Context: an optimization exercise on an open-source flow, tuned for a short achievable clock period and few clock cycles. The choices shown serve that exercise and are no tape-out recipe.
Only simulation tests tie the RTL to the original design; equivalence was not proved.
Power and IR drop assume default switching activity.

File: flow/design.v
package corePkg;
	localparam logic [5:0] OP_ALU    = 6'b000001;  
	localparam logic [5:0] OP_ALUI   = 6'b000010;  
	localparam logic [5:0] OP_LOAD   = 6'b000011;
	localparam logic [5:0] OP_STORE  = 6'b100011;  
	localparam logic [5:0] OP_BRANCH = 6'b000100;  
	localparam logic [5:0] OP_JUMP   = 6'b000101;
	typedef struct packed {
		logic add;
		logic sub;
		logic sll;
		logic srl;
		logic sra;
		logic orr;
		logic xorr;
		logic andd;
		logic ge;
		logic lt;
		logic eq;
		logic ne;
	} aluSelT;
	typedef struct packed {
		logic valid;
		logic predTaken;  
		logic [16-1:0] seqPc;  
		logic [16-1:0] brPc;  
		logic [8-1:0] bhtIdx;
		logic [32-1:0] rfA;  
		logic [32-1:0] src2Hot;  
		logic [5-1:0] rd;
		logic [5-1:0] rs1;
		logic [5-1:0] src2;  
		logic writesRd;  
		logic isAluI;
		logic isLoad;
		logic isStore;
		logic isBranch;
		logic useAdd;  
		logic useSub;
		logic useShl;
		logic useShr;
		logic useLogic;
		aluSelT sel;
		logic brNoop;  
		logic brSkip1;  
		logic [3:0] byteEn;
		logic [2:0] width;
		logic [32-1:0] imm;
		logic fwdA;
		logic fwdB;
		logic fwdS;
		logic fwdAddA;
		logic fwdAddB;
		logic fwdSubA;
		logic fwdSubB;
		logic fwdShlA;
		logic fwdShlB;
		logic fwdShrA;
		logic fwdShrB;
		logic fwdLogA;
		logic fwdLogB;
		logic fwdBrA;
		logic fwdBrB;
		logic bypA;
		logic bypB;
	} ifIdT;
	typedef struct packed {
		logic regWrite;  
		logic load;
		logic memValid;  
		logic store;
		logic branch;
		logic predTaken;
		logic brNoop;
		logic brSkip1;
		logic [16-1:0] altPc;
		logic [8-1:0] bhtIdx;
		logic [3:0] byteEn;
		logic [16-1:0] addr;  
		logic [5-1:0] rd;
		logic [32-1:1] rdHot;  
		aluSelT sel;
		logic [2:0] width;
	} idExT;
	typedef struct packed {
		logic [32-1:0] addA;
		logic [32-1:0] addB;
		logic [32-1:0] subA;
		logic [32-1:0] subB;
		logic [32-1:0] shlA;  
		logic [4:0] shlB;
		logic [32-1:0] shrA;  
		logic [4:0] shrB;
		logic [32-1:0] logA;
		logic [32-1:0] logB;
		logic [32-1:0] stData;
		logic [32-1:0] brA;  
		logic [32-1:0] brB;
	} operandsT;
endpackage
module ksAdder #(
	parameter int W = 32
) (
	input  logic [W-1:0] a,
	input  logic [W-1:0] b,
	input  logic cin,
	output logic [W-1:0] sum
);
	always_comb begin
		logic [W-1:0] g;
		logic [W-1:0] p;
		logic [W-1:0] gg;
		logic [W-1:0] pp;
		g = a & b;
		p = a ^ b;
		gg = g;
		pp = p;
		gg[0] = g[0] | (p[0] & cin);
		for (int d = 1; d < W; d = d * 2) begin
			for (int i = W - 1; i >= d; i--) begin
				gg[i] = gg[i] | (pp[i] & gg[i - d]);
				pp[i] = pp[i] & pp[i - d];
			end
		end
		sum = p ^ {gg[W-2:0], cin};
	end
endmodule
`timescale 1ns/1ps
module fetchStage (
	input  logic clk,
	input  logic reset,
	input  logic memStall,
	input  logic stall,  
	input  logic taken,  
	input  logic redirT,  
	input  logic redirN,
	input  logic [16-1:0] target,
	input  logic [32-1:0] imemData,
	input  logic exWrite,  
	input  logic [5-1:0] exRd,
	input  logic [32-1:1] wbHot,  
	input  logic wbEn,
	input  logic [5-1:0] wbRd,
	input  logic [32-1:0] wbData,
	input  logic [32-1:1][32-1:0] regFile,
	input  logic [32-1:0] heldA,  
	input  logic bhtWrite,  
	input  logic [15:0] bhtWRow,  
	input  logic [15:0] bhtWCol,
	input  logic bhtWTaken,
	output logic [16-1:0] imemAddr,
	output logic imemValid,
	output corePkg::ifIdT ifId
);
	logic [16-1:0] pc;
	logic [32-1:0] fetchWord;  
	logic [16-1:0] pcPlus4;
	logic [16-1:0] brTarget;
	logic [16-1:0] immPc;
	logic predTaken;
	logic [15:0][15:0] bhtValid;
	logic [15:0][15:0] bhtTaken;
	logic [15:0] rowHot;
	logic [15:0] colHot;
	logic [15:0] rowValid;
	logic [15:0] rowTaken;
	logic hitValid;
	logic hitTaken;
	logic lastTaken;
	logic [8-1:0] prevIdx;  
	logic [16-1:0] pcNorm;  
	logic validNorm;
	logic [32-1:1][32-1:0] rfNext;  
	logic [5:0] opcode;
	logic [5-1:0] rdField;
	logic [5-1:0] rs1Field;
	logic [5-1:0] src2;
	logic [3:0] fn;
	logic isAlu, isAluI, isLoad, isStore, isBranch, isJump, usesAlu;
	corePkg::ifIdT dec;
	logic [32-1:0] rs1Hot;
	logic [32-1:0] rs2Hot;
	logic [32-1:0] rdHot;
	logic [32-1:0] rfA;
	logic [32-1:0] src2Hot;
	logic srcRd;  
	assign fetchWord = {imemData[7:0], imemData[15:8], imemData[23:16], imemData[31:24]};
	assign imemAddr = pc;
	assign opcode = fetchWord[31:26];
	assign rdField = fetchWord[25:21];
	assign rs1Field = fetchWord[20:16];
	assign fn = fetchWord[3:0];
	assign isAlu = opcode == corePkg::OP_ALU;
	assign isAluI = opcode == corePkg::OP_ALUI;
	assign isLoad = opcode == corePkg::OP_LOAD;
	assign isStore = opcode == corePkg::OP_STORE;
	assign isBranch = opcode == corePkg::OP_BRANCH;
	assign isJump = opcode == corePkg::OP_JUMP;
	assign usesAlu = isAlu || isAluI || isBranch;
	assign srcRd = opcode[5] || opcode[2];
	assign src2 = srcRd ? rdField : fetchWord[15:11];
	always_comb begin
		for (int i = 0; i < 32; i++) begin
			rs1Hot[i] = rs1Field == 5'(i);
			rs2Hot[i] = fetchWord[15:11] == 5'(i);
			rdHot[i] = rdField == 5'(i);
		end
		rfA = '0;
		for (int i = 0; i < 32; i++)
			src2Hot[i] = srcRd ? rdHot[i] : rs2Hot[i];  
		for (int i = 1; i < 32; i++) begin
			rfNext[i] = wbHot[i] ? wbData : regFile[i];
			rfA = rfA | ({32{rs1Hot[i]}} & rfNext[i]);
		end
	end
	always_comb begin
		for (int r = 0; r < 16; r++) begin
			rowValid[r] = |(colHot & bhtValid[r]);
			rowTaken[r] = |(colHot & bhtTaken[r]);
		end
	end
	assign hitValid = |(rowHot & rowValid);
	assign hitTaken = |(rowHot & rowTaken);
	assign lastTaken = hitValid ? hitTaken : fetchWord[15];
	assign predTaken = isJump || (isBranch && lastTaken);
	assign immPc = {{(16-12){fetchWord[15]}}, fetchWord[15:4]};
	ksAdder #(.W(16)) u_pcPlus4 (.a(pc), .b(16'(4)), .cin(1'b0), .sum(pcPlus4));
	ksAdder #(.W(16)) u_brTarget (.a(pcPlus4), .b(immPc), .cin(1'b0), .sum(brTarget));
	always_comb begin
		dec = '0;
		dec.valid = 1'b1;
		dec.predTaken = predTaken;
		dec.seqPc = pcPlus4;
		dec.brPc = brTarget;
		dec.bhtIdx = prevIdx;
		dec.rfA = rfA;
		dec.src2Hot = src2Hot;
		dec.rd = rdField;
		dec.rs1 = rs1Field;
		dec.src2 = src2;
		dec.writesRd = (isAlu || isAluI || isLoad) && rdField != '0;
		dec.isAluI = isAluI;
		dec.isLoad = isLoad;
		dec.isStore = isStore;
		dec.isBranch = isBranch;
		if (isAlu || isAluI) begin
			case (fn)
				4'd1, 4'd6, 4'd8, 4'd9, 4'd13: dec.useSub = 1'b1;
				4'd2: dec.useShl = 1'b1;
				4'd3, 4'd4: dec.useShr = 1'b1;
				4'd5, 4'd7, 4'd15: dec.useLogic = 1'b1;
				default: dec.useAdd = 1'b1;
			endcase
		end
		if (usesAlu) begin
			case (fn)
				4'd1: dec.sel.sub = 1'b1;
				4'd2: dec.sel.sll = 1'b1;
				4'd3: dec.sel.srl = 1'b1;
				4'd4: dec.sel.sra = 1'b1;
				4'd5: dec.sel.orr = 1'b1;
				4'd6: dec.sel.ge = 1'b1;
				4'd7: dec.sel.xorr = 1'b1;
				4'd8: dec.sel.lt = 1'b1;
				4'd9: dec.sel.eq = 1'b1;
				4'd13: dec.sel.ne = 1'b1;
				4'd15: dec.sel.andd = 1'b1;
				default: dec.sel.add = 1'b1;
			endcase
		end
		dec.brNoop = fetchWord[15:4] == 12'd0;
		dec.brSkip1 = fetchWord[15:4] == 12'd4;
		case (fetchWord[2:0])
			3'd1: dec.byteEn = 4'b0011;
			3'd2: dec.byteEn = 4'b0001;
			default: dec.byteEn = 4'b1111;
		endcase
		dec.width = fetchWord[2:0];
		dec.imm = {{(32-12){fetchWord[15]}}, fetchWord[15:4]};
		dec.fwdA = ifId.writesRd && ifId.rd == rs1Field;
		dec.fwdB = ifId.writesRd && ifId.rd == src2 && !isAluI;
		dec.fwdS = ifId.writesRd && ifId.rd == src2;
		dec.fwdAddA = dec.fwdA && dec.useAdd;
		dec.fwdAddB = dec.fwdB && dec.useAdd;
		dec.fwdSubA = dec.fwdA && dec.useSub;
		dec.fwdSubB = dec.fwdB && dec.useSub;
		dec.fwdShlA = dec.fwdA && dec.useShl;
		dec.fwdShlB = dec.fwdB && dec.useShl;
		dec.fwdShrA = dec.fwdA && dec.useShr;
		dec.fwdShrB = dec.fwdB && dec.useShr;
		dec.fwdLogA = dec.fwdA && dec.useLogic;
		dec.fwdLogB = dec.fwdB && dec.useLogic;
		dec.fwdBrA = dec.fwdA && isBranch;
		dec.fwdBrB = dec.fwdB && isBranch;
		dec.bypA = exWrite && exRd == rs1Field;
		dec.bypB = exWrite && exRd == src2;
	end
	always_comb begin
		pcNorm = stall ? pc : (predTaken ? brTarget : pcPlus4);
		validNorm = stall ? ifId.valid : 1'b1;
	end
	always_ff @(posedge clk) begin
		if (reset) begin
			pc <= 16'(512);
			imemValid <= 1'b0;
			ifId.valid <= 1'b0;
		end else begin
			imemValid <= 1'b1;
			if (!memStall) begin
				if (taken) begin
					pc <= redirT ? target : pcNorm;
					ifId.valid <= !redirT && validNorm;  
				end else begin
					pc <= redirN ? target : pcNorm;
					ifId.valid <= !redirN && validNorm;
				end
			end
		end
	end
	always_ff @(posedge clk) begin
		if (reset) begin
			rowHot <= 16'(1);
			colHot <= 16'(1);
			prevIdx <= '0;
		end else if (!memStall && !stall) begin
			rowHot <= 16'(1) << pc[9:6];
			colHot <= 16'(1) << pc[5:2];
			prevIdx <= pc[9:2];
		end
	end
	always_ff @(posedge clk) begin
		if (!memStall) begin
			if (!stall) begin
				ifId.predTaken <= dec.predTaken;
				ifId.seqPc <= dec.seqPc;
				ifId.brPc <= dec.brPc;
				ifId.bhtIdx <= dec.bhtIdx;
				ifId.rfA <= dec.rfA;
				ifId.src2Hot <= dec.src2Hot;
				ifId.rd <= dec.rd;
				ifId.rs1 <= dec.rs1;
				ifId.src2 <= dec.src2;
				ifId.writesRd <= dec.writesRd;
				ifId.isAluI <= dec.isAluI;
				ifId.isLoad <= dec.isLoad;
				ifId.isStore <= dec.isStore;
				ifId.isBranch <= dec.isBranch;
				ifId.useAdd <= dec.useAdd;
				ifId.useSub <= dec.useSub;
				ifId.useShl <= dec.useShl;
				ifId.useShr <= dec.useShr;
				ifId.useLogic <= dec.useLogic;
				ifId.sel <= dec.sel;
				ifId.brNoop <= dec.brNoop;
				ifId.brSkip1 <= dec.brSkip1;
				ifId.byteEn <= dec.byteEn;
				ifId.width <= dec.width;
				ifId.imm <= dec.imm;
				ifId.fwdA <= dec.fwdA;
				ifId.fwdB <= dec.fwdB;
				ifId.fwdS <= dec.fwdS;
				ifId.fwdAddA <= dec.fwdAddA;
				ifId.fwdAddB <= dec.fwdAddB;
				ifId.fwdSubA <= dec.fwdSubA;
				ifId.fwdSubB <= dec.fwdSubB;
				ifId.fwdShlA <= dec.fwdShlA;
				ifId.fwdShlB <= dec.fwdShlB;
				ifId.fwdShrA <= dec.fwdShrA;
				ifId.fwdShrB <= dec.fwdShrB;
				ifId.fwdLogA <= dec.fwdLogA;
				ifId.fwdLogB <= dec.fwdLogB;
				ifId.fwdBrA <= dec.fwdBrA;
				ifId.fwdBrB <= dec.fwdBrB;
				ifId.bypA <= dec.bypA;
				ifId.bypB <= dec.bypB;
			end else begin
				ifId.fwdA <= 1'b0;
				ifId.fwdB <= 1'b0;
				ifId.fwdS <= 1'b0;
				ifId.fwdAddA <= 1'b0;
				ifId.fwdAddB <= 1'b0;
				ifId.fwdSubA <= 1'b0;
				ifId.fwdSubB <= 1'b0;
				ifId.fwdShlA <= 1'b0;
				ifId.fwdShlB <= 1'b0;
				ifId.fwdShrA <= 1'b0;
				ifId.fwdShrB <= 1'b0;
				ifId.fwdLogA <= 1'b0;
				ifId.fwdLogB <= 1'b0;
				ifId.fwdBrA <= 1'b0;
				ifId.fwdBrB <= 1'b0;
				ifId.rfA <= heldA;
				ifId.bypA <= exWrite && exRd == ifId.rs1;
				ifId.bypB <= exWrite && exRd == ifId.src2;
			end
		end
	end
	always_ff @(posedge clk) begin
		for (int r = 0; r < 16; r++)
			for (int c = 0; c < 16; c++)
				if (reset)
					bhtValid[r][c] <= 1'b0;
				else if (bhtWrite && bhtWRow[r] && bhtWCol[c])
					bhtValid[r][c] <= 1'b1;
	end
	always_ff @(posedge clk) begin
		for (int r = 0; r < 16; r++)
			for (int c = 0; c < 16; c++)
				if (bhtWrite && bhtWRow[r] && bhtWCol[c])
					bhtTaken[r][c] <= bhtWTaken;
	end
endmodule
`timescale 1ns/1ps
module decodeStage (
	input  logic clk,
	input  logic reset,
	input  logic memStall,
	input  logic taken,  
	input  logic killT,  
	input  logic killN,
	input  corePkg::ifIdT ifId,
	input  logic exWrite,  
	input  logic [32-1:0] exResult,  
	input  logic [32-1:1] wbHot,  
	input  logic wbEn,
	input  logic [5-1:0] wbRd,
	input  logic [32-1:0] wbData,
	output logic [32-1:1][32-1:0] regFile,
	output logic [32-1:0] rdata1,  
	output logic [32-1:0] rdata2,
	output logic stall,  
	output corePkg::idExT idEx,
	output corePkg::operandsT ops
);
	logic [32-1:0] rf2;
	logic [32-1:0] valB;
	logic [32-1:0] valS;
	logic [16-1:0] addr;
	logic fwdS;
	logic liveT;
	logic liveN;
	logic live;  
	assign stall = ifId.valid && (ifId.isLoad || ifId.isStore) && ifId.fwdA && exWrite;
	assign liveT = ifId.valid && !killT && !stall;
	assign liveN = ifId.valid && !killN && !stall;
	assign live = taken ? liveT : liveN;
	assign rdata1 = ifId.bypA ? wbData : ifId.rfA;
	always_comb begin
		rf2 = '0;
		for (int i = 1; i < 32; i++)
			rf2 = rf2 | ({32{ifId.src2Hot[i]}} & regFile[i]);
	end
	assign rdata2 = ifId.bypB ? wbData : rf2;
	assign fwdS = ifId.fwdS && exWrite;
	assign valB = ifId.isAluI ? ifId.imm : rdata2;
	assign valS = fwdS ? exResult : rdata2;
	logic [16-1:0] addrRf;
	logic [16-1:0] addrWb;
	ksAdder #(.W(16)) u_addrRf (.a(ifId.rfA[16-1:0]), .b(ifId.imm[16-1:0]), .cin(1'b0), .sum(addrRf));
	ksAdder #(.W(16)) u_addrWb (.a(wbData[16-1:0]), .b(ifId.imm[16-1:0]), .cin(1'b0), .sum(addrWb));
	assign addr = ifId.bypA ? addrWb : addrRf;
	always_ff @(posedge clk) begin
		for (int i = 1; i < 32; i++)
			if (wbHot[i])
				regFile[i] <= wbData;
	end
	always_ff @(posedge clk) begin
		if (reset) begin
			idEx.regWrite <= 1'b0;
			idEx.load <= 1'b0;
			idEx.memValid <= 1'b0;
			idEx.store <= 1'b0;
			idEx.branch <= 1'b0;
		end else if (!memStall) begin
			idEx.regWrite <= live && ifId.writesRd;
			idEx.load <= live && ifId.isLoad;
			idEx.memValid <= live && (ifId.isLoad || ifId.isStore);
			idEx.store <= live && ifId.isStore;
			idEx.branch <= live && ifId.isBranch;
		end
	end
	always_ff @(posedge clk) begin
		if (!memStall) begin
			idEx.predTaken <= ifId.predTaken;
			idEx.brNoop <= ifId.brNoop;
			idEx.brSkip1 <= ifId.brSkip1;
			idEx.altPc <= ifId.predTaken ? ifId.seqPc : ifId.brPc;
			idEx.bhtIdx <= ifId.bhtIdx;
			idEx.byteEn <= ifId.byteEn;
			idEx.addr <= addr;
			idEx.rd <= ifId.rd;
			for (int i = 1; i < 32; i++)
				idEx.rdHot[i] <= ifId.rd == 5'(i);
			idEx.width <= ifId.width;
			idEx.sel <= ifId.sel;
		end
	end
	always_ff @(posedge clk) begin
		if (!memStall && ifId.useAdd) begin
			ops.addA <= (ifId.fwdAddA && exWrite) ? exResult : rdata1;
			ops.addB <= (ifId.fwdAddB && exWrite) ? exResult : valB;
		end
		if (!memStall && ifId.useSub) begin
			ops.subA <= (ifId.fwdSubA && exWrite) ? exResult : rdata1;
			ops.subB <= (ifId.fwdSubB && exWrite) ? exResult : valB;
		end
		if (!memStall && ifId.useShl) begin
			ops.shlA <= (ifId.fwdShlA && exWrite) ? exResult : rdata1;
			ops.shlB <= (ifId.fwdShlB && exWrite) ? exResult[4:0] : valB[4:0];
		end
		if (!memStall && ifId.useShr) begin
			ops.shrA <= (ifId.fwdShrA && exWrite) ? exResult : rdata1;
			ops.shrB <= (ifId.fwdShrB && exWrite) ? exResult[4:0] : valB[4:0];
		end
		if (!memStall && ifId.useLogic) begin
			ops.logA <= (ifId.fwdLogA && exWrite) ? exResult : rdata1;
			ops.logB <= (ifId.fwdLogB && exWrite) ? exResult : valB;
		end
		if (!memStall && ifId.isStore)
			ops.stData <= valS;
		if (!memStall && ifId.isBranch) begin
			ops.brA <= (ifId.fwdBrA && exWrite) ? exResult : rdata1;
			ops.brB <= (ifId.fwdBrB && exWrite) ? exResult : valB;
		end
	end
endmodule
`timescale 1ns/1ps
module executeStage (
	input  logic clk,
	input  logic reset,
	input  logic memStall,
	input  corePkg::idExT idEx,
	input  corePkg::operandsT ops,
	input  logic [32-1:0] loadData,  
	input  logic decodeSeq,  
	output logic [32-1:0] result,  
	output logic taken,  
	output logic redirT,  
	output logic redirN,
	output logic killT,  
	output logic killN,
	output logic [16-1:0] target,
	output logic [32-1:1] wbHot,
	output logic wbEn,
	output logic [5-1:0] wbRd,
	output logic [32-1:0] wbData,
	output logic bhtWrite,  
	output logic [15:0] bhtWRow,  
	output logic [15:0] bhtWCol,
	output logic bhtWTaken
);
	logic [32-1:0] diff;
	logic [32-1:0] sum;
	logic [32-1:0] shl;
	logic [32-1:0] shr;
	logic geq;
	logic equal;
	logic [32-1:0] aluResult;
	logic [32-1:1] wbRdHot;
	ksAdder #(.W(32)) u_sum (.a(ops.addA), .b(ops.addB), .cin(1'b0), .sum(sum));
	ksAdder #(.W(32)) u_diff (.a(ops.subA), .b(~ops.subB), .cin(1'b1), .sum(diff));
	always_comb begin
		logic [32-1:0] gt;
		logic [32-1:0] eqb;
		gt = ops.subA & ~ops.subB;
		eqb = ~(ops.subA ^ ops.subB);
		for (int w = 1; w < 32; w = w * 2) begin
			for (int i = 0; i < 32; i = i + 2 * w) begin
				gt[i] = gt[i + w] | (eqb[i + w] & gt[i]);
				eqb[i] = eqb[i + w] & eqb[i];
			end
		end
		geq = gt[0] | eqb[0];
		equal = eqb[0];
	end
	assign shl = ops.shlA << ops.shlB;
	assign shr = idEx.sel.sra ? 32'($signed(ops.shrA) >>> ops.shrB) : ops.shrA >> ops.shrB;
	assign aluResult =
		({32{idEx.sel.add}} & sum) |
		({32{idEx.sel.sub}} & diff) |
		({32{idEx.sel.sll}} & shl) |
		({32{idEx.sel.srl || idEx.sel.sra}} & shr) |
		({32{idEx.sel.orr}} & (ops.logA | ops.logB)) |
		({32{idEx.sel.xorr}} & (ops.logA ^ ops.logB)) |
		({32{idEx.sel.andd}} & (ops.logA & ops.logB)) |
		32'((idEx.sel.ge && geq) || (idEx.sel.lt && !geq) ||
			(idEx.sel.eq && equal) || (idEx.sel.ne && !equal));
	assign result = idEx.load ? loadData : aluResult;
	always_comb begin
		logic [32-1:0] gt;
		logic [32-1:0] eqb;
		logic brGeq;
		logic brEq;
		gt = ops.brA & ~ops.brB;
		eqb = ~(ops.brA ^ ops.brB);
		for (int w = 1; w < 32; w = w * 2) begin
			for (int i = 0; i < 32; i = i + 2 * w) begin
				gt[i] = gt[i + w] | (eqb[i + w] & gt[i]);
				eqb[i] = eqb[i + w] & eqb[i];
			end
		end
		brGeq = gt[0] | eqb[0];
		brEq = eqb[0];
		taken = ((idEx.sel.add || idEx.sel.sub || idEx.sel.xorr) && (ops.brA[0] ^ ops.brB[0])) ||
			(idEx.sel.orr && (ops.brA[0] || ops.brB[0])) ||
			(idEx.sel.andd && ops.brA[0] && ops.brB[0]) ||
			(idEx.sel.sll && ops.brA[0] && ops.brB[4:0] == 5'd0) ||
			((idEx.sel.srl || idEx.sel.sra) && ops.brA[ops.brB[4:0]]) ||
			(idEx.sel.ge && brGeq) || (idEx.sel.lt && !brGeq) ||
			(idEx.sel.eq && brEq) || (idEx.sel.ne && !brEq);
	end
	assign target = idEx.altPc;
	always_comb begin
		logic check;
		check = idEx.branch && !idEx.brNoop;
		killT = check && !idEx.predTaken;
		redirT = killT && !(idEx.brSkip1 && decodeSeq);
		killN = check && idEx.predTaken;
		redirN = killN;
	end
	always_ff @(posedge clk) begin
		if (reset) begin
			bhtWrite <= 1'b0;
		end else begin
			bhtWrite <= idEx.branch && !memStall;
		end
	end
	always_ff @(posedge clk) begin
		bhtWRow <= 16'(1) << idEx.bhtIdx[7:4];
		bhtWCol <= 16'(1) << idEx.bhtIdx[3:0];
		bhtWTaken <= taken;
	end
	always_ff @(posedge clk) begin
		if (reset) begin
			wbEn <= 1'b0;
		end else if (!memStall) begin
			wbEn <= idEx.regWrite;
		end
	end
	always_ff @(posedge clk) begin
		if (!memStall) begin
			wbRd <= idEx.rd;
			wbRdHot <= idEx.rdHot;
			wbData <= result;
		end
	end
	assign wbHot = {(32-1){wbEn}} & wbRdHot;
endmodule
`timescale 1ns/1ps
module memoryStage (
	input  logic memValid,
	input  logic store,
	input  logic [3:0] byteEn,
	input  logic [2:0] width,
	input  logic [16-1:0] memAddr,
	input  logic [32-1:0] storeData,
	input  logic [32-1:0] dmemRdata,  
	output logic dmemValid,
	output logic dmemWrite,
	output logic [16-1:0] dmemAddr,
	output logic [32-1:0] dmemWdata,
	output logic [3:0] dmemByteEn,
	output logic [32-1:0] loadData
);
	assign dmemValid = memValid;
	assign dmemByteEn = byteEn;
	assign dmemWrite = store;
	assign dmemAddr = memAddr;
	assign dmemWdata = storeData;  
	always_comb begin
		case (width)
			3'd1: loadData = {{(32-16){1'b0}}, dmemRdata[15:0]};
			3'd2: loadData = {{(32-8){1'b0}}, dmemRdata[7:0]};
			default: loadData = dmemRdata;
		endcase
	end
endmodule
`timescale 1ns/1ps
module pipelineCore (
	input  logic clk,
	input  logic reset,
	input  logic memStall,  
	input  logic [32-1:0] imemData,
	input  logic [32-1:0] dmemRdata,
	output logic [16-1:0] imemAddr,
	output logic imemValid,
	output logic dmemValid,
	output logic dmemWrite,  
	output logic [16-1:0] dmemAddr,
	output logic [32-1:0] dmemWdata,
	output logic [3:0] dmemByteEn
);
	corePkg::ifIdT ifId;
	corePkg::idExT idEx;
	corePkg::operandsT ops;
	logic [32-1:0] exResult;
	logic taken;
	logic redirT;
	logic redirN;
	logic killT;
	logic killN;
	logic stall;
	logic bhtWrite;
	logic [15:0] bhtWRow;
	logic [15:0] bhtWCol;
	logic bhtWTaken;
	logic [16-1:0] target;
	logic [32-1:0] loadData;
	logic wbEn;
	logic [32-1:1] wbHot;
	logic [5-1:0] wbRd;
	logic [32-1:0] wbData;
	logic [32-1:1][32-1:0] regFile;
	logic [32-1:0] rdata1;
	logic [32-1:0] rdata2;
	fetchStage u_fetchStage (
		.clk(clk), .reset(reset), .memStall(memStall), .stall(stall),
		.taken(taken), .redirT(redirT), .redirN(redirN), .target(target), .imemData(imemData),
		.exWrite(idEx.regWrite), .exRd(idEx.rd),
		.wbHot(wbHot), .wbEn(wbEn), .wbRd(wbRd), .wbData(wbData), .regFile(regFile),
		.heldA(rdata1),
		.bhtWrite(bhtWrite), .bhtWRow(bhtWRow), .bhtWCol(bhtWCol), .bhtWTaken(bhtWTaken),
		.imemAddr(imemAddr), .imemValid(imemValid), .ifId(ifId)
	);
	decodeStage u_decodeStage (
		.clk(clk), .reset(reset), .memStall(memStall), .taken(taken), .killT(killT), .killN(killN),
		.ifId(ifId), .exWrite(idEx.regWrite), .exResult(exResult),
		.wbHot(wbHot), .wbEn(wbEn), .wbRd(wbRd), .wbData(wbData), .regFile(regFile),
		.rdata1(rdata1), .rdata2(rdata2), .stall(stall), .idEx(idEx), .ops(ops)
	);
	executeStage u_executeStage (
		.clk(clk), .reset(reset), .memStall(memStall), .idEx(idEx), .ops(ops),
		.loadData(loadData), .decodeSeq(ifId.valid && !ifId.predTaken && !stall),
		.result(exResult),
		.taken(taken), .redirT(redirT), .redirN(redirN), .killT(killT), .killN(killN),
		.target(target),
		.wbHot(wbHot), .wbEn(wbEn), .wbRd(wbRd), .wbData(wbData),
		.bhtWrite(bhtWrite), .bhtWRow(bhtWRow), .bhtWCol(bhtWCol), .bhtWTaken(bhtWTaken)
	);
	memoryStage u_memoryStage (
		.memValid(idEx.memValid), .store(idEx.store), .byteEn(idEx.byteEn), .width(idEx.width),
		.memAddr(idEx.addr), .storeData(ops.stData), .dmemRdata(dmemRdata),
		.dmemValid(dmemValid), .dmemWrite(dmemWrite), .dmemAddr(dmemAddr),
		.dmemWdata(dmemWdata), .dmemByteEn(dmemByteEn), .loadData(loadData)
	);
endmodule
File: flow/flow/run.sh
#!/bin/bash
# Own flow: the standard layout (standard.sh) with one change in
# synthesis: ABC maps with a tight delay target (flow/abc_delay.script)
# instead of ORFS's abc_speed script, so paths below the critical one are not
# traded for area. Registers are inferred and mapped exactly as in the
# standard synthesis; only the combinational mapping differs.
set -euo pipefail
W=$(pwd)
cat > "$W/flow_synth.tcl" <<EOT
proc abc {args} {
  set i [lsearch \$args -script]
  if {\$i >= 0} {
    set args [lreplace \$args [expr {\$i + 1}] [expr {\$i + 1}] $W/flow/abc_delay.script]
  }
  puts "flow: abc with script $W/flow/abc_delay.script"

  yosys abc {*}\$args
}
source $W/synth_recipe.tcl
EOT
sed "s|SYNTH_SCRIPT=[^ ]*|SYNTH_SCRIPT=$W/flow_synth.tcl|" "$W/standard.sh" > "$W/flow_standard.sh"
grep -q "SYNTH_SCRIPT=$W/flow_synth.tcl" "$W/flow_standard.sh"
bash "$W/flow_standard.sh" "$@" > "$W/flow_make.log" 2>&1
File: flow/flow/abc_delay.script
strash
balance
dch
map -D 500 -p
topo
buffer -c
topo
stime -c
upsize -c
dnsize -c
File: flow/standard.sh
#!/bin/bash
# synth_recipe.tcl (not shown) runs the flow's synth.tcl, then flattens the netlist and writes it again
# the make line also repeats each setting of config.mk as NAME=value (left out here)
make -C /OpenROAD-flow-scripts/flow DESIGN_CONFIG=/design/flow/config.mk WORK_HOME=/design/flow/orfs CLKGATE_MAP_FILE= SYNTH_SCRIPT=/design/flow/synth_recipe.tcl "${@:-finish}"
File: flow/config.mk
export PLATFORM = sky130hd
export DESIGN_NAME = pipelineCore
export DESIGN_NICKNAME = pipelineCore
export VERILOG_FILES = /design/flow/design.v
export SDC_FILE = /design/flow/constraint.sdc
export NUM_CORES = 4
export LEC_CHECK = 0
export CAP_MARGIN = 20
export CORE_MARGIN = 2
export CORE_UTILIZATION = 35
export PLACE_DENSITY = 0.55
export SETUP_SLACK_MARGIN = 4
export SLEW_MARGIN = 20
File: flow/constraint.sdc
create_clock -name core_clock -period 7.0 [get_ports {clk}]
set_input_delay 1.4000 -clock core_clock [delete_from_list [all_inputs] [get_ports {clk}]]
set_output_delay 1.4000 -clock core_clock [all_outputs]
set_load 0.01 [all_outputs]
==> summary.md, run 1 <==
| Metric | Value |
|---|---|
| Status | `no timing/DRC/antenna violations` |
| CTS tree | `yes` |
| Switching Fraction | `between 20% and 30%` |
| Post-Route WL | `a little under 600000 um` |
| Top cell type's share of synthesized area | `between 20% and 30%` |
| Post-route cell area | `between 100000 and 150000 um^2` |
| Minimum clock period | `about 3.5 ns` |
| Worst EP required | `7.63 ns` |
| Number of buffers created by CTS | `roughly 270` |
| Skew-Pair Late Insertion Delay | `around 0.94 ns` |
| Pleak | `~0.057 uW` |
| Pwr Total | `39170 uW` |
| Reg power frac | `between 40% and 50%` |
| Clock share of power | `roughly 37%` |
| Final Instance Count excl. Fillers | `15481` |
| Post-Syn Area | `between 100000 and 150000 um^2` |
| Yosys top cell by area | `edfxtp_1` |
| DR iter-0 viols | `around 16000` |
| CP bufs+invs | `2` |
| Sum of negative setup slack | `0 ns` |
| Critical Path Slowest Stage Cell | `nand4_1` |
| Fin Hold WS | `~0.4 ns` |
| R2R depth | `9` |
| Dpl cell area | `between 100000 and 150000 um^2` |
| Int Pwr | `about 27000 uW` |
| Die Y | `572.7 um` |
| Yosys reg bits | `~2300` |
| Total track usage | `33.13%` |
| CP max stage delay | `roughly 0.75 ns` |
| Number of synthesized flops with an enable pin | `953` |
| Headroom to the max-slew limit | `3.992%` |
| Max-slew violations | `0` |
| Worst Path Arrival | `around 4.1 ns` |
| Cells after synthesis | `a little over 10000` |
| Placed insts | `14063` |
| Vias post-DR | `between 100k and 150k` |
| Top post-synthesis cells by area | `edfxtp_1 (25%), dfxtp_1 (24%), mux2_2 (9.0%), a22o_1 (3.2%), o21a_1 (3.1%)` |
| Max FO, Critical Path | `32` |
| Cell breakdown of the critical path | `buf_6 -> a22o_1 -> a2111oi_2 -> and2_1 -> nand4_1 -> o21a_2 -> buf_6 -> a21o_1 -> o21a_1` |
| WL/cell | `about 38 um` |
| Mapped Nets | `between 10000 and 15000` |
| Critical Path End Type | `flop` |
| Drt drc | `0` |
| Clock Skew | `0.07070 ns` |
| Fmax | `~280 MHz` |
| Synth cell types | `95` |
| Nets | `~11000` |
| Initial Util | `35.22%` |
| Psw | `~12000 uW` |
| Setup crit start kind | `flop` |
| GR Overflow Total | `0` |
| Initial antenna violation count | `56` |
| Largest net degree at the start of global routing | `between 150 and 200` |
| WHS Path Cells | `0` |
| Worst min path class | `flop to flop` |
| Post-synthesis async set-or-reset flop share | `0%` |
| Final Hold Viols | `0` |
| Worst VDD drop | `between 200 and 250 uV` |
| Synth Flop Type | `dfxtp_1` |
| Die Footprint | `328000 um^2` |
| Most used cell, CP | `buf_6` |
| DPL Wire Length | `around 360000 um` |
| CTS max path bufs | `4` |
| H-tree depth | `5` |
| Clk pin slew, worst setup/hold paths | `around 0.060 ns` |
| Synthesis Warnings | `6` |
| Vias/cell | `~6.6` |
| Sink Count | `~2300` |
| Fraction of layout cells with a size suffix above 1 | `between 30% and 40%` |
| Comb power frac | `around a fifth` |
| CP top delay family | `compound AO/OA/AOI/OAI gates` |
| Critical path depth | `9` |
| Post-DRT Antenna Nets | `0` |
| First-pass GRT wire length | `slightly below 800000 um` |
| RSZ-0062 raised after global routing | `true` |
| Root Driver | `clkbuf_16` |
| Maxcap violations | `0` |
| Critical path class | `flop to flop` |
| Worst-Margin Slew | `about 1.4 ns` |
| Power per cell area | `264.2 nW/um^2` |
| Seq/Total Area, Yosys | `between 40% and 50%` |
| Port Buf Inserts | `136` |
| Area delta synth->final | `30.94%` |
| Die W | `572.7 um` |
| DR pass1 iterations | `9` |
| Final Setup Violations | `0` |
| Number of global-route vias before repair | `between 90000 and 100k` |
| # IOs | `roughly 140` |
| Row Count | `208` |
| Core area | `~320000 um^2` |
| Post-CTS Hold Buffers | `0` |
| GPL Wtd Cong | `0.9950` |
| Mean Syn Cell Area | `~11 um^2` |
| Tcrit/Tclk final | `between 50% and 60%` |
-- worst reg2reg max path: stages (launching register included) --
cell	delay, ns
edfxtp_1	0.38
buf_6	0.31
a22o_1	0.32
a2111oi_2	0.37
and2_1	0.21
nand4_1	0.75
o21a_2	0.46
buf_6	0.14
a21o_1	0.15
o21a_1	0.16
-- power by group through the flow --
stage                     Clock (uW)  Sequential [uW]  Combinational (uW)
after floorplan                    0            16700                3880
after global placement             0            17100                5800
after detailed placement           0            17200                5880
after CTS                      14500            16900                6870
after global routing           15000            17100                7920
final                          14400            17000                7740
-- kinds of logic (layout without fill, tap and decap cells) --
family | count (synthesis) | after routing | share of synthesized area, %
compound gates | 3338 | 3341 | 23.64
flops | 2299 | 2299 | 49.08
simple gates | 1880 | 1885 | 9.210
buf+inv | 1403 | 2321 | 5.182
mux | 1010 | 1010 | 9.937
fa+ha+maj | 217 | 217 | 2.431
xor+xnor | 64 | 64 | 0.5205
other cells | 1 | 39 | 0.003312
-- cell usage after synthesis, types with 159 or more instances --
cell      count
and2_1      293
ha_1        212
edfxtp_1    953
a22o_1      410
a221o_1     237
nand4_1     175
clkbuf_1    628
a21o_1      207
and3_1      302
a22oi_1     302
o21a_1      470
dfxtp_1    1346
nor2_1      283
inv_1       399
nand2_1     262
a21oi_1     203
a31oi_1     169
a21boi_0    159
buf_2       183
mux2_2      900
-- placed cells by master (no fill, tap or decap), drive strengths merged, types with 92 or more instances in the layout --
cell	netlist	layout
edfxtp	953	953
a221oi	106	106
a22o	410	410
nand4	176	176
a31oi	170	170
o211a	146	146
and3	302	303
a2111oi	113	113
inv	413	418
o21ai	155	155
o21a	470	471
ha	212	212
a21o	207	207
mux2i	102	102
a21oi	203	203
dfxtp	1346	1346
a221o	237	237
and2	307	308
a21boi	162	162
clkbuf	628	383
a22oi	302	302
o211ai	92	92
nand3	149	149
nand3b	134	134
nor2	283	283
buf	354	1277
mux2	908	908
nand2	266	269
-- timing repair --
action                                 4_1_cts  5_1_grt
resized for setup                         1790      796
setup buffers                              577      250
gates cloned                                40       16
setup endpoints to repair                  865      611
endpoints found under the hold margin        0        0
pin swaps                                  248      294
-- layer usage --
layer / vias up / share of wire (%) / track usage, %
met1: 51104 / 38 / 42.42
met3: 2032 / 12 / 9.558
met5: - / 0.037 / 0
met2: 7711 / 42 / 48.58
met4: 34 / 7.9 / 21.47
li1: 40939 / - / -
-- worst paths after layout --
check | from | endpoint | slack (ns)
max | u_fetchStage.ifId[123]$_DFFE_PP_ | u_decodeStage.ops[72]$_DFFE_PP_ | 3.48
min | u_decodeStage.idEx[19]$_DFFE_PN_ | u_executeStage.wbRdHot[5]$_DFFE_PN_ | 0.40
max reg2reg | u_fetchStage.ifId[123]$_DFFE_PP_ | u_decodeStage.ops[72]$_DFFE_PP_ | 3.48
min reg2reg | u_decodeStage.idEx[19]$_DFFE_PN_ | u_executeStage.wbRdHot[5]$_DFFE_PN_ | 0.40
-- flip-flops by register name, indices dropped and copies added (netlist names) --
signal,count
u_fetchStage.colHot,16
u_executeStage.wbRdHot,31
u_executeStage.bhtWRow,16
u_fetchStage.imemValid,1
u_fetchStage.bhtTaken,256
u_executeStage.bhtWTaken,1
u_executeStage.wbEn,1
u_decodeStage.regFile,992
u_decodeStage.ops,362
u_fetchStage.ifId,177
u_decodeStage.idEx,101
u_fetchStage.prevIdx,8
u_fetchStage.bhtValid,256
u_fetchStage.rowHot,16
u_executeStage.bhtWrite,1
u_fetchStage.pc,16
u_executeStage.wbData,32
u_executeStage.bhtWCol,16
-- through the flow --
stage / utilization [%] / setup slack [ns]
after floorplan: - / 3.070
after global placement: 37.12 / 1.651
after detailed placement: 37.15 / 1.577
after CTS: 43.92 / 3.729
after global routing: 46.10 / 3.393
final: 46.12 / 3.483
-- area by class of cell --
| class | instances | area (um^2) |
|---|---|---|
| fillers | 28985 | 173200 |
| multi-input cells | 6518 | 60910 |
| flip-flops and latches | 2299 | 55640 |
| repair buffers | 1408 | 15740 |
| clock buffers | 371 | 7564 |
| well taps | 4305 | 5386 |
| inverters | 421 | 1669 |
| clock inverters | 121 | 1244 |
| diodes | 38 | 95.09 |
Testbench counts, summed over its fixed seeds: cycles 82,133.
==> run 2, diff against run 1 <==
--- a/flow/design.v
+++ b/flow/design.v
@@ -51,14 +51,2 @@
 		logic fwdS;
-		logic fwdAddA;
-		logic fwdAddB;
-		logic fwdSubA;
-		logic fwdSubB;
-		logic fwdShlA;
-		logic fwdShlB;
-		logic fwdShrA;
-		logic fwdShrB;
-		logic fwdLogA;
-		logic fwdLogB;
-		logic fwdBrA;
-		logic fwdBrB;
 		logic bypA;
@@ -80,3 +68,2 @@
 		logic [5-1:0] rd;
-		logic [32-1:1] rdHot;  
 		aluSelT sel;
@@ -133,6 +120,6 @@
 	input  logic stall,  
-	input  logic taken,  
-	input  logic redirT,  
-	input  logic redirN,
+	input  logic mispredict,  
 	input  logic [16-1:0] target,
+	input  logic redirQ,  
+	input  logic [16-1:0] redirPc,
 	input  logic [32-1:0] imemData,
@@ -155,2 +142,5 @@
 	logic [16-1:0] pc;
+	logic [16-1:0] pcEff;  
+	logic [16-1:0] fetchPc;  
+	logic [16-1:0] immPlus4;
 	logic [32-1:0] fetchWord;  
@@ -170,4 +160,2 @@
 	logic [8-1:0] prevIdx;  
-	logic [16-1:0] pcNorm;  
-	logic validNorm;
 	logic [32-1:1][32-1:0] rfNext;  
@@ -187,3 +175,4 @@
 	assign fetchWord = {imemData[7:0], imemData[15:8], imemData[23:16], imemData[31:24]};
-	assign imemAddr = pc;
+	assign pcEff = redirQ ? redirPc : pc;
+	assign imemAddr = fetchPc;
 	assign opcode = fetchWord[31:26];
@@ -226,4 +215,5 @@
 	assign immPc = {{(16-12){fetchWord[15]}}, fetchWord[15:4]};
-	ksAdder #(.W(16)) u_pcPlus4 (.a(pc), .b(16'(4)), .cin(1'b0), .sum(pcPlus4));
-	ksAdder #(.W(16)) u_brTarget (.a(pcPlus4), .b(immPc), .cin(1'b0), .sum(brTarget));
+	ksAdder #(.W(16)) u_pcPlus4 (.a(pcEff), .b(16'(4)), .cin(1'b0), .sum(pcPlus4));
+	assign immPlus4 = immPc + 16'(4);
+	ksAdder #(.W(16)) u_brTarget (.a(pcEff), .b(immPlus4), .cin(1'b0), .sum(brTarget));
 	always_comb begin
@@ -282,14 +272,2 @@
 		dec.fwdS = ifId.writesRd && ifId.rd == src2;
-		dec.fwdAddA = dec.fwdA && dec.useAdd;
-		dec.fwdAddB = dec.fwdB && dec.useAdd;
-		dec.fwdSubA = dec.fwdA && dec.useSub;
-		dec.fwdSubB = dec.fwdB && dec.useSub;
-		dec.fwdShlA = dec.fwdA && dec.useShl;
-		dec.fwdShlB = dec.fwdB && dec.useShl;
-		dec.fwdShrA = dec.fwdA && dec.useShr;
-		dec.fwdShrB = dec.fwdB && dec.useShr;
-		dec.fwdLogA = dec.fwdA && dec.useLogic;
-		dec.fwdLogB = dec.fwdB && dec.useLogic;
-		dec.fwdBrA = dec.fwdA && isBranch;
-		dec.fwdBrB = dec.fwdB && isBranch;
 		dec.bypA = exWrite && exRd == rs1Field;
@@ -297,5 +275,7 @@
 	end
-	always_comb begin
-		pcNorm = stall ? pc : (predTaken ? brTarget : pcPlus4);
-		validNorm = stall ? ifId.valid : 1'b1;
+	always_ff @(posedge clk) begin
+		if (reset)
+			fetchPc <= 16'(512);
+		else if (!memStall)
+			fetchPc <= mispredict ? target : (stall ? pcEff : (predTaken ? brTarget : pcPlus4));
 	end
@@ -309,8 +289,7 @@
 			if (!memStall) begin
-				if (taken) begin
-					pc <= redirT ? target : pcNorm;
-					ifId.valid <= !redirT && validNorm;  
+				if (!stall) begin
+					pc <= predTaken ? brTarget : pcPlus4;
+					ifId.valid <= 1'b1;
 				end else begin
-					pc <= redirN ? target : pcNorm;
-					ifId.valid <= !redirN && validNorm;
+					pc <= pcEff;
 				end
@@ -325,5 +304,5 @@
 		end else if (!memStall && !stall) begin
-			rowHot <= 16'(1) << pc[9:6];
-			colHot <= 16'(1) << pc[5:2];
-			prevIdx <= pc[9:2];
+			rowHot <= 16'(1) << pcEff[9:6];
+			colHot <= 16'(1) << pcEff[5:2];
+			prevIdx <= pcEff[9:2];
 		end
@@ -361,14 +340,2 @@
 				ifId.fwdS <= dec.fwdS;
-				ifId.fwdAddA <= dec.fwdAddA;
-				ifId.fwdAddB <= dec.fwdAddB;
-				ifId.fwdSubA <= dec.fwdSubA;
-				ifId.fwdSubB <= dec.fwdSubB;
-				ifId.fwdShlA <= dec.fwdShlA;
-				ifId.fwdShlB <= dec.fwdShlB;
-				ifId.fwdShrA <= dec.fwdShrA;
-				ifId.fwdShrB <= dec.fwdShrB;
-				ifId.fwdLogA <= dec.fwdLogA;
-				ifId.fwdLogB <= dec.fwdLogB;
-				ifId.fwdBrA <= dec.fwdBrA;
-				ifId.fwdBrB <= dec.fwdBrB;
 				ifId.bypA <= dec.bypA;
@@ -379,14 +346,2 @@
 				ifId.fwdS <= 1'b0;
-				ifId.fwdAddA <= 1'b0;
-				ifId.fwdAddB <= 1'b0;
-				ifId.fwdSubA <= 1'b0;
-				ifId.fwdSubB <= 1'b0;
-				ifId.fwdShlA <= 1'b0;
-				ifId.fwdShlB <= 1'b0;
-				ifId.fwdShrA <= 1'b0;
-				ifId.fwdShrB <= 1'b0;
-				ifId.fwdLogA <= 1'b0;
-				ifId.fwdLogB <= 1'b0;
-				ifId.fwdBrA <= 1'b0;
-				ifId.fwdBrB <= 1'b0;
 				ifId.rfA <= heldA;
@@ -417,5 +372,3 @@
 	input  logic memStall,
-	input  logic taken,  
-	input  logic killT,  
-	input  logic killN,
+	input  logic drop,  
 	input  corePkg::ifIdT ifId,
@@ -435,2 +388,3 @@
 	logic [32-1:0] rf2;
+	logic [32-1:0] valA;
 	logic [32-1:0] valB;
@@ -438,10 +392,8 @@
 	logic [16-1:0] addr;
-	logic fwdS;
-	logic liveT;
-	logic liveN;
+	logic fwdA, fwdB, fwdS;
+	logic idValid;
 	logic live;  
-	assign stall = ifId.valid && (ifId.isLoad || ifId.isStore) && ifId.fwdA && exWrite;
-	assign liveT = ifId.valid && !killT && !stall;
-	assign liveN = ifId.valid && !killN && !stall;
-	assign live = taken ? liveT : liveN;
+	assign idValid = ifId.valid && !drop;
+	assign stall = idValid && (ifId.isLoad || ifId.isStore) && ifId.fwdA && exWrite;
+	assign live = idValid && !stall;
 	assign rdata1 = ifId.bypA ? wbData : ifId.rfA;
@@ -450,7 +402,10 @@
 		for (int i = 1; i < 32; i++)
-			rf2 = rf2 | ({32{ifId.src2Hot[i]}} & regFile[i]);
+			rf2 = rf2 | ({32{ifId.src2Hot[i]}} & (wbHot[i] ? wbData : regFile[i]));
 	end
-	assign rdata2 = ifId.bypB ? wbData : rf2;
+	assign rdata2 = rf2;
+	assign fwdA = ifId.fwdA && exWrite;
+	assign fwdB = ifId.fwdB && exWrite;
 	assign fwdS = ifId.fwdS && exWrite;
-	assign valB = ifId.isAluI ? ifId.imm : rdata2;
+	assign valA = fwdA ? exResult : rdata1;
+	assign valB = fwdB ? exResult : (ifId.isAluI ? ifId.imm : rdata2);
 	assign valS = fwdS ? exResult : rdata2;
@@ -491,4 +446,2 @@
 			idEx.rd <= ifId.rd;
-			for (int i = 1; i < 32; i++)
-				idEx.rdHot[i] <= ifId.rd == 5'(i);
 			idEx.width <= ifId.width;
@@ -499,20 +452,20 @@
 		if (!memStall && ifId.useAdd) begin
-			ops.addA <= (ifId.fwdAddA && exWrite) ? exResult : rdata1;
-			ops.addB <= (ifId.fwdAddB && exWrite) ? exResult : valB;
+			ops.addA <= valA;
+			ops.addB <= valB;
 		end
 		if (!memStall && ifId.useSub) begin
-			ops.subA <= (ifId.fwdSubA && exWrite) ? exResult : rdata1;
-			ops.subB <= (ifId.fwdSubB && exWrite) ? exResult : valB;
+			ops.subA <= valA;
+			ops.subB <= valB;
 		end
 		if (!memStall && ifId.useShl) begin
-			ops.shlA <= (ifId.fwdShlA && exWrite) ? exResult : rdata1;
-			ops.shlB <= (ifId.fwdShlB && exWrite) ? exResult[4:0] : valB[4:0];
+			ops.shlA <= valA;
+			ops.shlB <= valB[4:0];
 		end
 		if (!memStall && ifId.useShr) begin
-			ops.shrA <= (ifId.fwdShrA && exWrite) ? exResult : rdata1;
-			ops.shrB <= (ifId.fwdShrB && exWrite) ? exResult[4:0] : valB[4:0];
+			ops.shrA <= valA;
+			ops.shrB <= valB[4:0];
 		end
 		if (!memStall && ifId.useLogic) begin
-			ops.logA <= (ifId.fwdLogA && exWrite) ? exResult : rdata1;
-			ops.logB <= (ifId.fwdLogB && exWrite) ? exResult : valB;
+			ops.logA <= valA;
+			ops.logB <= valB;
 		end
@@ -521,4 +474,4 @@
 		if (!memStall && ifId.isBranch) begin
-			ops.brA <= (ifId.fwdBrA && exWrite) ? exResult : rdata1;
-			ops.brB <= (ifId.fwdBrB && exWrite) ? exResult : valB;
+			ops.brA <= valA;
+			ops.brB <= valB;
 		end
@@ -536,8 +489,10 @@
 	output logic [32-1:0] result,  
+	output logic exWrite,  
+	output logic exMemValid,  
+	output logic exStore,  
 	output logic taken,  
-	output logic redirT,  
-	output logic redirN,
-	output logic killT,  
-	output logic killN,
+	output logic mispredict,  
 	output logic [16-1:0] target,
+	output logic redirQ,  
+	output logic [16-1:0] redirPc,
 	output logic [32-1:1] wbHot,
@@ -558,3 +513,8 @@
 	logic [32-1:0] aluResult;
-	logic [32-1:1] wbRdHot;
+	logic redirT;  
+	logic redirN;
+	logic killT;  
+	logic killN;
+	logic squash;  
+	logic exBranch;
 	ksAdder #(.W(32)) u_sum (.a(ops.addA), .b(ops.addB), .cin(1'b0), .sum(sum));
@@ -611,6 +571,9 @@
 	end
-	assign target = idEx.altPc;
+	assign exWrite = idEx.regWrite && !squash;
+	assign exMemValid = idEx.memValid && !squash;
+	assign exStore = idEx.store && !squash;
+	assign exBranch = idEx.branch && !squash;
 	always_comb begin
 		logic check;
-		check = idEx.branch && !idEx.brNoop;
+		check = exBranch && !idEx.brNoop;
 		killT = check && !idEx.predTaken;
@@ -620,2 +583,17 @@
 	end
+	assign mispredict = taken ? redirT : redirN;
+	assign target = idEx.altPc;
+	always_ff @(posedge clk) begin
+		if (reset) begin
+			redirQ <= 1'b0;
+			squash <= 1'b0;
+		end else if (!memStall) begin
+			redirQ <= mispredict;
+			squash <= taken ? killT : killN;
+		end
+	end
+	always_ff @(posedge clk) begin
+		if (!memStall)
+			redirPc <= target;
+	end
 	always_ff @(posedge clk) begin
@@ -624,3 +602,3 @@
 		end else begin
-			bhtWrite <= idEx.branch && !memStall;
+			bhtWrite <= exBranch && !memStall;
 		end
@@ -635,4 +613,7 @@
 			wbEn <= 1'b0;
+			wbHot <= '0;
 		end else if (!memStall) begin
-			wbEn <= idEx.regWrite;
+			wbEn <= exWrite;
+			for (int i = 1; i < 32; i++)
+				wbHot[i] <= exWrite && idEx.rd == 5'(i);
 		end
@@ -642,7 +623,8 @@
 			wbRd <= idEx.rd;
-			wbRdHot <= idEx.rdHot;
-			wbData <= result;
 		end
 	end
-	assign wbHot = {(32-1){wbEn}} & wbRdHot;
+	always_ff @(posedge clk) begin
+		if (!memStall && exWrite)
+			wbData <= result;
+	end
 endmodule
@@ -696,7 +678,10 @@
 	logic [32-1:0] exResult;
+	logic exWrite;
+	logic exMemValid;
+	logic exStore;
 	logic taken;
-	logic redirT;
-	logic redirN;
-	logic killT;
-	logic killN;
+	logic mispredict;
+	logic [16-1:0] target;
+	logic redirQ;
+	logic [16-1:0] redirPc;
 	logic stall;
@@ -706,3 +691,2 @@
 	logic bhtWTaken;
-	logic [16-1:0] target;
 	logic [32-1:0] loadData;
@@ -717,4 +701,5 @@
 		.clk(clk), .reset(reset), .memStall(memStall), .stall(stall),
-		.taken(taken), .redirT(redirT), .redirN(redirN), .target(target), .imemData(imemData),
-		.exWrite(idEx.regWrite), .exRd(idEx.rd),
+		.mispredict(mispredict), .target(target),
+		.redirQ(redirQ), .redirPc(redirPc), .imemData(imemData),
+		.exWrite(exWrite), .exRd(idEx.rd),
 		.wbHot(wbHot), .wbEn(wbEn), .wbRd(wbRd), .wbData(wbData), .regFile(regFile),
@@ -725,4 +710,4 @@
 	decodeStage u_decodeStage (
-		.clk(clk), .reset(reset), .memStall(memStall), .taken(taken), .killT(killT), .killN(killN),
-		.ifId(ifId), .exWrite(idEx.regWrite), .exResult(exResult),
+		.clk(clk), .reset(reset), .memStall(memStall), .drop(redirQ),
+		.ifId(ifId), .exWrite(exWrite), .exResult(exResult),
 		.wbHot(wbHot), .wbEn(wbEn), .wbRd(wbRd), .wbData(wbData), .regFile(regFile),
@@ -732,6 +717,7 @@
 		.clk(clk), .reset(reset), .memStall(memStall), .idEx(idEx), .ops(ops),
-		.loadData(loadData), .decodeSeq(ifId.valid && !ifId.predTaken && !stall),
+		.loadData(loadData), .decodeSeq(ifId.valid && !redirQ && !ifId.predTaken && !stall),
 		.result(exResult),
-		.taken(taken), .redirT(redirT), .redirN(redirN), .killT(killT), .killN(killN),
-		.target(target),
+		.exWrite(exWrite), .exMemValid(exMemValid), .exStore(exStore),
+		.taken(taken), .mispredict(mispredict), .target(target),
+		.redirQ(redirQ), .redirPc(redirPc),
 		.wbHot(wbHot), .wbEn(wbEn), .wbRd(wbRd), .wbData(wbData),
@@ -740,3 +726,3 @@
 	memoryStage u_memoryStage (
-		.memValid(idEx.memValid), .store(idEx.store), .byteEn(idEx.byteEn), .width(idEx.width),
+		.memValid(exMemValid), .store(exStore), .byteEn(idEx.byteEn), .width(idEx.width),
 		.memAddr(idEx.addr), .storeData(ops.stData), .dmemRdata(dmemRdata),
==> summary.md, run 2 <==
| Metric | Value |
|---|---|
| Synth cell count leaders | `dfxtp_1 (1394), mux2_2 (904), edfxtp_1 (890) (was dfxtp_1 (1346), edfxtp_1 (953), mux2_2 (900))` |
| Critical Path End Type | `flop (unchanged)` |
| First-pass GRT wire length | `716200 um (was 773100 um)` |
| Synthesis Warnings | `6 (unchanged)` |
| Worst min path class | `flop to flop (unchanged)` |
| Clock Skew | `0.06457 ns (was 0.07070 ns)` |
| Synth cell types | `107 (was 95)` |
| WHS Path Cells | `0 (unchanged)` |
| Fillcell total | `28175 (was 28985)` |
| Die Footprint | `312200 um^2 (was 328000 um^2)` |
| Setup crit start kind | `flop (unchanged)` |
| Tcrit/Tclk final | `48.90% (was 50.25%)` |
| Max reg flops | `992 (unchanged)` |
| Top post-synthesis cells by area | `dfxtp_1 (26%), edfxtp_1 (25%), mux2_2 (9.5%), a22oi_1 (2.9%), a22o_1 (2.7%) (was edfxtp_1 (25%), dfxtp_1 (24%), mux2_2 (9.0%), a22o_1 (3.2%), o21a_1 (3.1%))` |
| Final Hold Viols | `0 (unchanged)` |
| Met1 global-route usage | `42.24% (was 42.42%)` |
| Drt drc | `0 (unchanged)` |
| Sum of negative setup slack | `0 ns (unchanged)` |
| Commonest non-fill, non-tap cell in the layout | `dfxtp_1 (unchanged)` |
| Fmax | `292.2 MHz (was 284.3 MHz)` |
| Largest reg by FF count | `u_decodeStage.regFile (unchanged)` |
| Worst Min Path Start | `u_fetchStage.ifId[50]$_SDFFCE_PN0P_ (was u_decodeStage.idEx[19]$_DFFE_PN_)` |
| R2R depth | `12 (was 9)` |
| Skew-Pair Late Insertion Delay | `0.92 ns (was 0.94 ns)` |
| Reg2Reg Launch Point | `u_decodeStage.ops[300]$_DFFE_PP_ (was u_fetchStage.ifId[123]$_DFFE_PP_)` |
| Post-route cell area | `136100 um^2 (was 148200 um^2)` |
| H-tree depth | `5 (unchanged)` |
| Total track usage | `32.74% (was 33.13%)` |
| Die W | `558.7 um (was 572.7 um)` |
| Critical path class | `flop to flop (unchanged)` |
| Nets | `10435 (was 11203)` |
| Max-slew violations | `0 (unchanged)` |
| GPL Wtd Cong | `0.9948 (was 0.9950)` |
| Status | `no timing/DRC/antenna violations (unchanged)` |
| CTS tree | `yes (unchanged)` |
| Minimum clock period | `3.423 ns (was 3.517 ns)` |
| DR iter-0 viols | `14241 (was 15517)` |
| Die Y | `558.7 um (was 572.7 um)` |
| Cells after synthesis | `9618 (was 10212)` |
| Vias post-DR | `93372 (was 101820)` |
| Hold Crit Endpoint | `u_decodeStage.idEx[7]$_DFFE_PN_ (was u_executeStage.wbRdHot[5]$_DFFE_PN_)` |
| # IOs | `138 (unchanged)` |
| Biggest regs | `u_decodeStage.regFile (992), u_decodeStage.ops (362) (unchanged)` |
| Headroom to the max-slew limit | `7.055% (was 3.992%)` |
| DPL Wire Length | `340200 um (was 359700 um)` |
| Core area | `306100 um^2 (was 321400 um^2)` |
| Post-DRT Antenna Nets | `0 (unchanged)` |
| GR Overflow Total | `0 (unchanged)` |
| Max FO, Critical Path | `6 (was 32)` |
| GRT Max-Usage Layer | `met2 (unchanged)` |
| Port Buf Inserts | `136 (unchanged)` |
| Initial antenna violation count | `44 (was 56)` |
| Maxcap violations | `0 (unchanged)` |
| Vias/cell | `6.443 (was 6.577)` |
| CTS max path bufs | `4 (unchanged)` |
| Root Driver | `clkbuf_16 (unchanged)` |
| Number of synthesized flops with an enable pin | `890 (was 953)` |
| Number of global-route vias before repair | `87757 (was 95086)` |
| R2R Setup Slk | `3.58 ns (was 3.48 ns)` |
| Yosys reg bits | `2284 (was 2299)` |
| Post-Route WL | `535300 um (was 581500 um)` |
| Area delta synth->final | `26.33% (was 30.94%)` |
| Seq/Total Area, Yosys | `50.72% (was 49.08%)` |
| Post-Syn Area | `107700 um^2 (was 113200 um^2)` |
| Mapped Nets | `9905 (was 10496)` |
| Number of buffers created by CTS | `267 (was 271)` |
| Commonest non-fill, non-tap cells in the layout | `dfxtp_1 (1333), edfxtp_1 (890), mux2_2 (877), buf_4 (592), inv_1 (476) (was dfxtp_1 (1313), edfxtp_1 (953), mux2_2 (825), buf_4 (769), o21a_1 (455))` |
| Fraction of layout cells with a size suffix above 1 | `31.27% (was 34.36%)` |
| RSZ-0062 raised after global routing | `true (unchanged)` |
| Worst-Margin Slew | `1.394 ns (was 1.440 ns)` |
| Final Setup Violations | `0 (unchanged)` |
| Synth Flop Type | `dfxtp_1 (unchanged)` |
| Worst VDD drop | `189.2 uV (was 208.9 uV)` |
| Worst EP required | `7.59 ns (was 7.63 ns)` |
| Dpl cell area | `114200 um^2 (was 119400 um^2)` |
| Pleak | `0.05302 uW (was 0.05689 uW)` |
| M2 GR Usage | `46.90% (was 48.58%)` |
| WL/cell | `36.94 um (was 37.56 um)` |
| Power per cell area | `230.4 nW/um^2 (was 264.2 nW/um^2)` |
| Sink Count | `2284 (was 2299)` |
| Row Count | `203 (was 208)` |
| Initial Util | `35.19% (was 35.22%)` |
| Crit path from | `u_decodeStage.ops[300]$_DFFE_PP_ (was u_fetchStage.ifId[123]$_DFFE_PP_)` |
| Largest net degree at the start of global routing | `146 (was 155)` |
| Top cell type's share of synthesized area | `25.91% (was 25.28%)` |
| DR pass1 iterations | `6 (was 9)` |
| Yosys top cell by area | `dfxtp_1 (was edfxtp_1)` |
| Post-CTS Hold Buffers | `0 (unchanged)` |
| Placed insts | `13344 (was 14063)` |
| Met3 Use GR | `10.52% (was 9.558%)` |
| RR Endpoint | `u_decodeStage.ops[181]$_DFFE_PP_ (was u_decodeStage.ops[72]$_DFFE_PP_)` |
| Most common cell in the netlist | `dfxtp_1 (unchanged)` |
| Worst Path Arrival | `4.01 ns (was 4.14 ns)` |
| Mean Syn Cell Area | `11.20 um^2 (was 11.09 um^2)` |
| Pwr Total | `31350 uW (was 39170 uW)` |
| Post-synthesis async set-or-reset flop share | `0% (unchanged)` |
| Final core occ | `44.46% (was 46.12%)` |
| Clk pin slew, worst setup/hold paths | `0.06 ns (about the same)` |
| Final Instance Count excl. Fillers | `14492 (was 15481)` |
run 2: cell count changes after synthesis, sizes merged, moves of 67 or more:
cell / delta
o21a: -145
nand2b: +164
a21o: -167
a31oi: -97
a21boi: -135
a22oi: +107
and2: -100
a221o: -67
inv: +121
a22o: -79
o21ai: +114
o211a: -71
nor2: -116
buf: -117
run 2: through the flow:
step / worst slack [ns] / hold slack [ns]
after floorplan: 3.045 / 0.4003
after CTS: 3.652 / 0.4171
after detailed placement: 2.018 / 0.4045
after global placement: 2.067 / 0.4033
final: 3.577 / 0.4150
after global routing: 3.541 / 0.4183
run 2: cells by family after synthesis:
group | Yosys count | synth area share [%]
compound gates | 2844 | 20.81
xor+xnor | 68 | 0.5530
fa+ha+maj | 220 | 2.591
buf+inv | 1367 | 5.136
flops | 2284 | 50.72
mux | 1010 | 10.44
other cells | 1 | 0.003482
simple gates | 1824 | 9.742
run 2: how the worst max path moves through the flow:
stage / slack, ns / to / cells after the start
final: 3.58 / u_decodeStage.ops[181]$_DFFE_PP_ / 12
after global routing: 3.54 / u_fetchStage.fetchPc[5]$_SDFFE_PP0N_ / 14
after CTS: 3.65 / u_decodeStage.ops[181]$_DFFE_PP_ / 13
after detailed placement: 2.02 / u_fetchStage.ifId[124]$_DFFE_PN_ / 8
after global placement: 2.07 / u_fetchStage.pc[15]$_SDFFE_PP0N_ / 13
after floorplan: 3.04 / u_decodeStage.ops[160]$_DFFE_PP_ / 4
run 2: power by group:
| part | switching [uW] | total, uW | internal (uW) | leakage, uW |
|---|---|---|---|---|
| Sequential | 205 | 14300 | 14100 | 0.0194 |
| Combinational | 1900 | 2870 | 970 | 0.0293 |
| Clock | 5970 | 14200 | 8230 | 0.00428 |
| Total | 8070 | 31300 | 23300 | 0.0530 |
run 2: worst max-delay path, cell delays in order, from the launching register on:
cell,delay (ns)
edfxtp_1,0.43
ha_4,0.32
inv_2,0.03
o31a_1,0.37
nand3b_1,0.33
a21o_1,0.24
a21o_1,0.18
nand3_4,0.09
o2111a_2,0.30
o2111ai_4,0.26
nand2_4,0.21
nand3_2,0.09
o21a_4,0.23
run 2: area by class of cell:
| class | instances | area (um^2) | share of cell area [%] |
|---|---|---|---|
| inverter | 543 | 2212 | 1.626 |
| multi-input combinational | 5977 | 53490 | 39.32 |
| sequential | 2284 | 54830 | 40.30 |
| antenna | 28 | 70.07 | 0.05150 |
| timing repair buffer | 1075 | 11590 | 8.518 |
| clock buffer | 387 | 7807 | 5.738 |
| tap | 4100 | 5130 | 3.770 |
| clock inverter | 98 | 929.6 | 0.6832 |
run 2: what timing repair did:
action	CTS	global route
hold endpoints to repair	0	0
pin swaps	247	198
resized for setup	1398	400
setup buffers	445	155
cloned	27	7
endpoints found under the setup margin	751	481
run 2: layer usage:
layer  vias up  share of wire (%)
met1     46869                 38
met2      6762                 41
met4        34                7.8
met5         -              0.056
met3      1755                 13
li1      37952                  -
Testbench counts of run 2, summed over its fixed seeds: cycles 82,133.

afterwards: timing with drivers on the ports:
How much do the figures lean on ideal ports? The routed layouts below were timed once more, with nothing changed but the port constraints.
Step 1: set_driving_cell puts a clkbuf_16 on clk and a buf_2 on each other input, an assumption about the parent block.
Step 2 moves the port delays by t, midway between the first and last clock arrival at a register: inputs arrive t later, outputs are due t later. That takes back most of the time a late clock gives input paths.
a / b / c = ideal / step 1 / step 2; a / b = the first two.
run	t, ns	setup WS [ns]	worst hold slack (ns)	clock arrival spread, ns	cell pins on the clock port's net
run 1	1.000	3.483 / 3.483 / 2.876	0.403 / 0.403 / 0.403	0.071 / 0.071	1
run 2	0.996	3.577 / 3.577 / 2.914	0.415 / 0.415 / 0.415	0.073 / 0.073	1
After both steps every run listed still meets setup and hold. For run 2, which loses most, drivers alone change the setup slack by 0.000 ns; drivers and shift together by -0.663 ns.
